Background: an optimization exercise with open tools, aiming at small area, a short achievable clock period and few clock cycles. Do not read the settings as production practice.
In this exercise RTL edits were held to simulation tests only and were not proved equivalent to the original.
No activity file was given, so power comes from the tool's default toggle rates.

==> flow/design.v <==
package ksl_pkg;
    localparam int CAPACITY   = 32;
    localparam int FLOOR_BITS = 6;
    localparam int TIME_BITS  = 32;
    localparam int OCC_BITS   = 6;
    localparam int ADDR_BITS  = (CAPACITY > 1) ? $clog2(CAPACITY) : 1;
    localparam int IDX_BITS   = $clog2(CAPACITY + 1);
    localparam int ENTRY_BITS = FLOOR_BITS + TIME_BITS;
    localparam int RESULT_BITS  = 2 + TIME_BITS + OCC_BITS + OCC_BITS + 1;
    localparam logic [OCC_BITS-1:0] SLOTS_RESET = OCC_BITS'(32);
    typedef enum logic {
        CMD_ADD    = 1'b0,
        CMD_REMOVE = 1'b1
    } command_t;
    typedef enum logic [1:0] {
        STAT_ADDED   = 2'd0,
        STAT_FULL    = 2'd1,
        STAT_REMOVED = 2'd2,
        STAT_DONE    = 2'd3
    } status_t;
    typedef struct packed {
        status_t               status;
        logic [TIME_BITS-1:0]  removed_time;
        logic [OCC_BITS-1:0]   occupancy;
        logic [OCC_BITS-1:0]   removed_count;
        logic                  last;
    } result_t;
endpackage
module ksl_ram #(
    parameter int DEPTH = 32,
    parameter int WIDTH = 38,
    parameter int GROUP = 8
) (
    input  logic                   clk,
    input  logic [DEPTH-1:0]       wr_en,
    input  logic [WIDTH-1:0]       wr_data,
    input  logic [DEPTH-1:0]       rd_local,    
    input  logic [DEPTH/GROUP-1:0] rd_group,    
    output logic [WIDTH-1:0]       rd_data,
    output logic [DEPTH*WIDTH-1:0] words_o
);
    localparam int NG = DEPTH / GROUP;
    logic [WIDTH-1:0] mem [DEPTH];
    logic [WIDTH-1:0] grp_data [NG];
    always_ff @(posedge clk)
    begin
        for (int i = 0; i < DEPTH; i++)
        begin
            if (wr_en[i])
            begin
                mem[i] <= wr_data;
            end
        end
    end
    always_comb
    begin
        for (int g = 0; g < NG; g++)
        begin
            grp_data[g] = '0;
            for (int j = 0; j < GROUP; j++)
            begin
                grp_data[g] = grp_data[g] | (mem[g*GROUP+j] & {WIDTH{rd_local[g*GROUP+j]}});
            end
        end
        rd_data = '0;
        for (int g = 0; g < NG; g++)
        begin
            rd_data = rd_data | (grp_data[g] & {WIDTH{rd_group[g]}});
        end
    end
    genvar w;
    generate
        for (w = 0; w < DEPTH; w++)
        begin : g_words
            assign words_o[w*WIDTH +: WIDTH] = mem[w];
        end
    endgenerate
endmodule
import ksl_pkg::*;
module ksl_ctrl
(
    input  logic                      clk,
    input  logic                      rst_n,
    input  logic [CAPACITY-1:0]       slot_mask,
    input  logic                      in_valid,
    output logic                      in_stall,
    input  logic                      command,
    input  logic [FLOOR_BITS-1:0]     key_floor,
    input  logic [TIME_BITS-1:0]      entry_time,
    input  logic [CAPACITY*FLOOR_BITS-1:0] keys,
    output logic [CAPACITY-1:0]       wr_en,
    output logic [FLOOR_BITS-1:0]     wr_key,
    output logic [TIME_BITS-1:0]      wr_time,
    output logic [CAPACITY-1:0]       rd_local,
    output logic [CAPACITY/8-1:0]     rd_group,
    input  logic [TIME_BITS-1:0]      rd_time,
    output logic                      out_valid,
    input  logic                      out_stall,
    output logic [RESULT_BITS-1:0]    result_o
);
    localparam int GROUP = 8;
    localparam int NG    = CAPACITY / GROUP;
    logic                  av_reg;
    logic                  acmd_reg;
    logic [FLOOR_BITS-1:0] akey_reg;
    logic [TIME_BITS-1:0]  atime_reg;
    logic                  rv_reg;        
    logic                  rcmd_reg;      
    logic                  rfull_reg;     
    logic [CAPACITY-1:0]   match_reg;     
    logic [OCC_BITS-1:0]   rcnt_reg;      
    logic [CAPACITY-1:0]   valid_reg;
    logic [OCC_BITS-1:0]   count_reg;
    logic                  stall_reg;
    logic                  ov_reg;
    ksl_pkg::result_t      res_reg;
    logic                  kv_reg;
    logic [1:0]            k_status_reg;
    logic [OCC_BITS-1:0]   k_occ_reg;
    logic [OCC_BITS-1:0]   k_rc_reg;
    logic [CAPACITY-1:0]   free_vec, free_1h, cand;
    logic [CAPACITY-1:0]   loc_1h, pick_1h;
    logic [NG-1:0]         grp_any, grp_1h;
    logic                  any_free, match_any, match_multi;
    assign free_vec = ~valid_reg & slot_mask;
    always_comb
    begin
        for (int i = 0; i < CAPACITY; i++)
        begin
            free_1h[i] = free_vec[i];
            for (int j = 0; j < i; j++)
            begin
                free_1h[i] = free_1h[i] & ~free_vec[j];
            end
        end
    end
    always_comb
    begin
        for (int g = 0; g < NG; g++)
        begin
            grp_any[g] = |match_reg[g*GROUP +: GROUP];
            for (int j = 0; j < GROUP; j++)
            begin
                loc_1h[g*GROUP+j] = match_reg[g*GROUP+j];
                for (int k = 0; k < j; k++)
                begin
                    loc_1h[g*GROUP+j] = loc_1h[g*GROUP+j] & ~match_reg[g*GROUP+k];
                end
            end
        end
        for (int g = 0; g < NG; g++)
        begin
            grp_1h[g] = grp_any[g];
            for (int h = 0; h < g; h++)
            begin
                grp_1h[g] = grp_1h[g] & ~grp_any[h];
            end
        end
        for (int i = 0; i < CAPACITY; i++)
        begin
            pick_1h[i] = loc_1h[i] & grp_1h[i/GROUP];
        end
    end
    assign any_free    = |free_vec;
    assign match_any   = |grp_any;
    assign match_multi = |(match_reg & ~pick_1h);
    always_comb
    begin
        for (int i = 0; i < CAPACITY; i++)
        begin
            cand[i] = valid_reg[i] & slot_mask[i]
                      & (keys[i*FLOOR_BITS +: FLOOR_BITS] == akey_reg);
        end
    end
    logic                  out_free;
    logic                  accept, issue, issue_add, complete, removal;
    logic                  kv_next, av_next, rv_next, more_next;
    logic [OCC_BITS-1:0]   count_inc, count_dec;
    ksl_pkg::result_t      core_res;
    assign out_free  = !ov_reg || !out_stall;
    assign accept    = in_valid && !stall_reg;
    assign complete  = rv_reg && !kv_reg && !match_any;
    assign removal   = rv_reg && !kv_reg && match_any && out_free;
    assign issue     = av_reg && (!rv_reg || complete);
    assign issue_add = issue && !acmd_reg && any_free;
    assign wr_en    = free_1h;
    assign wr_key   = akey_reg;
    assign wr_time  = atime_reg;
    assign rd_local = loc_1h;
    assign rd_group = grp_1h;
    assign count_inc = count_reg + 1'b1;
    assign count_dec = count_reg - 1'b1;
    always_comb
    begin
        core_res.status        = ksl_pkg::status_t'({rcmd_reg, rcmd_reg ? !match_any : rfull_reg});
        core_res.removed_time  = rd_time;
        core_res.occupancy     = match_any ? count_dec : count_reg;
        core_res.removed_count = match_any ? '0 : rcnt_reg;
        core_res.last          = !match_any;
    end
    assign kv_next   = !out_free && (kv_reg || complete);
    assign av_next   = accept || (av_reg && !issue);
    assign rv_next   = issue || (rv_reg && !complete);
    assign more_next = issue ? (acmd_reg && |cand)
                             : (removal ? match_multi : match_any);
    always_ff @(posedge clk or negedge rst_n)
    begin
        if (!rst_n)
        begin
            av_reg    <= 1'b0;
            rv_reg    <= 1'b0;
            valid_reg <= '0;
            count_reg <= '0;
            stall_reg <= 1'b0;
            ov_reg    <= 1'b0;
            kv_reg    <= 1'b0;
        end
        else
        begin
            av_reg    <= av_next;
            rv_reg    <= rv_next;
            valid_reg <= (valid_reg | (issue_add ? free_1h : '0)) & ~(removal ? pick_1h : '0);
            if (issue_add)
            begin
                count_reg <= count_inc;
            end
            else if (removal)
            begin
                count_reg <= count_dec;
            end
            stall_reg <= av_next && rv_next && (kv_next || more_next);
            if (out_free)
            begin
                ov_reg <= kv_reg || rv_reg;
            end
            kv_reg    <= kv_next;
        end
    end
    always_ff @(posedge clk)
    begin
        if (!stall_reg)
        begin
            acmd_reg  <= command;
            akey_reg  <= key_floor;
            atime_reg <= entry_time;
        end
        if (issue)
        begin
            rcmd_reg  <= acmd_reg;
            rfull_reg <= !any_free;
            match_reg <= acmd_reg ? cand : '0;
            rcnt_reg  <= '0;
        end
        else if (removal)
        begin
            match_reg <= match_reg & ~pick_1h;
            rcnt_reg  <= rcnt_reg + 1'b1;
        end
        if (out_free)
        begin
            if (kv_reg)
            begin
                res_reg.status        <= ksl_pkg::status_t'(k_status_reg);
                res_reg.removed_time  <= '0;
                res_reg.occupancy     <= k_occ_reg;
                res_reg.removed_count <= k_rc_reg;
                res_reg.last          <= 1'b1;
            end
            else
            begin
                res_reg <= core_res;
            end
        end
        if (!kv_reg)
        begin
            k_status_reg <= core_res.status;
            k_occ_reg    <= core_res.occupancy;
            k_rc_reg     <= core_res.removed_count;
        end
    end
    assign in_stall  = stall_reg;
    assign out_valid = ov_reg;
    assign result_o  = res_reg;
endmodule
import ksl_pkg::*;
module keyed_slot_table_top
(
    input  logic                  clk,
    input  logic                  rst_n,
    input  logic                  in_valid,
    output logic                  in_stall,
    input  logic                  command,
    input  logic [FLOOR_BITS-1:0] key_floor,
    input  logic [TIME_BITS-1:0]  entry_time,
    output logic                  out_valid,
    input  logic                  out_stall,
    output logic [1:0]            status,
    output logic [TIME_BITS-1:0]  removed_time,
    output logic [OCC_BITS-1:0]   occupancy,
    output logic [OCC_BITS-1:0]   removed_count,
    output logic                  last,
    input  logic                  cfg_valid,
    output logic                  cfg_ready,
    input  logic [OCC_BITS-1:0]   cfg_data
);
    logic [CAPACITY-1:0]            slot_mask;
    logic [CAPACITY-1:0]            wr_en;
    logic [CAPACITY-1:0]            rd_local;
    logic [CAPACITY/8-1:0]          rd_group;
    logic [FLOOR_BITS-1:0]          wr_key;
    logic [TIME_BITS-1:0]           wr_time;
    logic [TIME_BITS-1:0]           rd_time;
    logic [CAPACITY*FLOOR_BITS-1:0] keys;
    logic [FLOOR_BITS-1:0]          key_rd_unused;
    logic [CAPACITY*TIME_BITS-1:0]  times_unused;
    ksl_pkg::result_t               result;
    assign cfg_ready = 1'b1;
    always_ff @(posedge clk or negedge rst_n)
    begin
        if (!rst_n)
        begin
            slot_mask <= '1;
        end
        else if (cfg_valid && cfg_ready)
        begin
            for (int i = 0; i < CAPACITY; i++)
            begin
                slot_mask[i] <= (cfg_data > OCC_BITS'(i));
            end
        end
    end
    ksl_ram #(
        .DEPTH (CAPACITY),
        .WIDTH (FLOOR_BITS)
    ) u_keys (
        .clk     (clk),
        .wr_en   (wr_en),
        .wr_data  (wr_key),
        .rd_local ('0),
        .rd_group ('0),
        .rd_data (key_rd_unused),
        .words_o (keys)
    );
    ksl_ram #(
        .DEPTH (CAPACITY),
        .WIDTH (TIME_BITS)
    ) u_times (
        .clk     (clk),
        .wr_en   (wr_en),
        .wr_data  (wr_time),
        .rd_local (rd_local),
        .rd_group (rd_group),
        .rd_data (rd_time),
        .words_o (times_unused)
    );
    ksl_ctrl u_ctrl (
        .clk       (clk),
        .rst_n     (rst_n),
        .slot_mask (slot_mask),
        .in_valid  (in_valid),
        .in_stall  (in_stall),
        .command   (command),
        .key_floor (key_floor),
        .entry_time(entry_time),
        .keys      (keys),
        .wr_en     (wr_en),
        .wr_key    (wr_key),
        .wr_time   (wr_time),
        .rd_local  (rd_local),
        .rd_group  (rd_group),
        .rd_time   (rd_time),
        .out_valid (out_valid),
        .out_stall (out_stall),
        .result_o  (result)
    );
    assign status        = result.status;
    assign removed_time  = result.removed_time;
    assign occupancy     = result.occupancy;
    assign removed_count = result.removed_count;
    assign last          = result.last;
endmodule
make LEC_CHECK=0 ABC_CLOCK_PERIOD_IN_PS=3000 CAP_MARGIN=20 CORE_MARGIN=2 CORE_UTILIZATION=45 CTS_CLUSTER_DIAMETER=80 CTS_CLUSTER_SIZE=24 SETUP_SLACK_MARGIN=5 SLEW_MARGIN=20 finish   # period 8.0 ns
run.sh (not shown) runs the stock make flow with config.mk's settings and CLKGATE_MAP_FILE= SYNTH_SCRIPT=/design/flow/synth_recipe.tcl, a recipe that flattens the netlist after the stock synthesis.
The starting point ran to the end with no violations.
Testbench counts at the start, summed over its fixed seeds: cycles 5,727.
Change:
--- a/flow/design.v
+++ b/flow/design.v
@@ -184,5 +184,5 @@
     assign issue     = av_reg && (!rv_reg || complete);
     assign issue_add = issue && !acmd_reg && any_free;
-    assign wr_en    = free_1h;
+    assign wr_en    = ~valid_reg;
     assign wr_key   = akey_reg;
     assign wr_time  = atime_reg;
@@ -304,4 +304,5 @@
     input  logic [OCC_BITS-1:0]   cfg_data
 );
+    logic [OCC_BITS-1:0]            slots_reg;
     logic [CAPACITY-1:0]            slot_mask;
     logic [CAPACITY-1:0]            wr_en;
@@ -320,12 +321,16 @@
         if (!rst_n)
         begin
-            slot_mask <= '1;
+            slots_reg <= SLOTS_RESET;
         end
         else if (cfg_valid && cfg_ready)
         begin
-            for (int i = 0; i < CAPACITY; i++)
-            begin
-                slot_mask[i] <= (cfg_data > OCC_BITS'(i));
-            end
+            slots_reg <= cfg_data;
+        end
+    end
+    always_comb
+    begin
+        for (int i = 0; i < CAPACITY; i++)
+        begin
+            slot_mask[i] = (slots_reg > OCC_BITS'(i));
         end
     end
After rerunning:
- final area went down by 2.4%
- via count decreases by 5.0%
- clock-buffer cell count drops by 10
- routed wire length drops by 10%
- sequential power is higher by 4.7%
- sequential share of layout area came out higher by 0.58 points
- power came out higher by 4.8%
Testbench counts after the change, summed over its fixed seeds: cycles 5,727.

## afterwards: timing with drivers on the ports
How much do the figures lean on ideal ports? The routed layouts below were timed once more, with nothing changed but the port constraints. Step 1: set_driving_cell puts a clkbuf_16 on clk and a buf_2 on each other input, an assumption about the parent block. Step 2 adds t to the input delays and takes it off the output delays; t is the mean of the earliest and latest rising clock arrival at the registers after step 1. Input paths then give back, and output paths get back, about the clock's delay inside the block. a / b / c = ideal / step 1 / step 2; a / b = the first two.
run	shift t [ns]	setup slack, ns	worst data-port slew with drivers (ns)	cell pins on the clock port's net
the first run	0.746	4.961 / 4.902 / 4.318	0.04	1
the second run	0.729	4.915 / 4.915 / 4.383	0.04	1
After both steps every run listed still meets setup and hold. The setup slack of the first run, which loses most, moves by -0.059 ns with the drivers and by -0.643 ns with both steps.
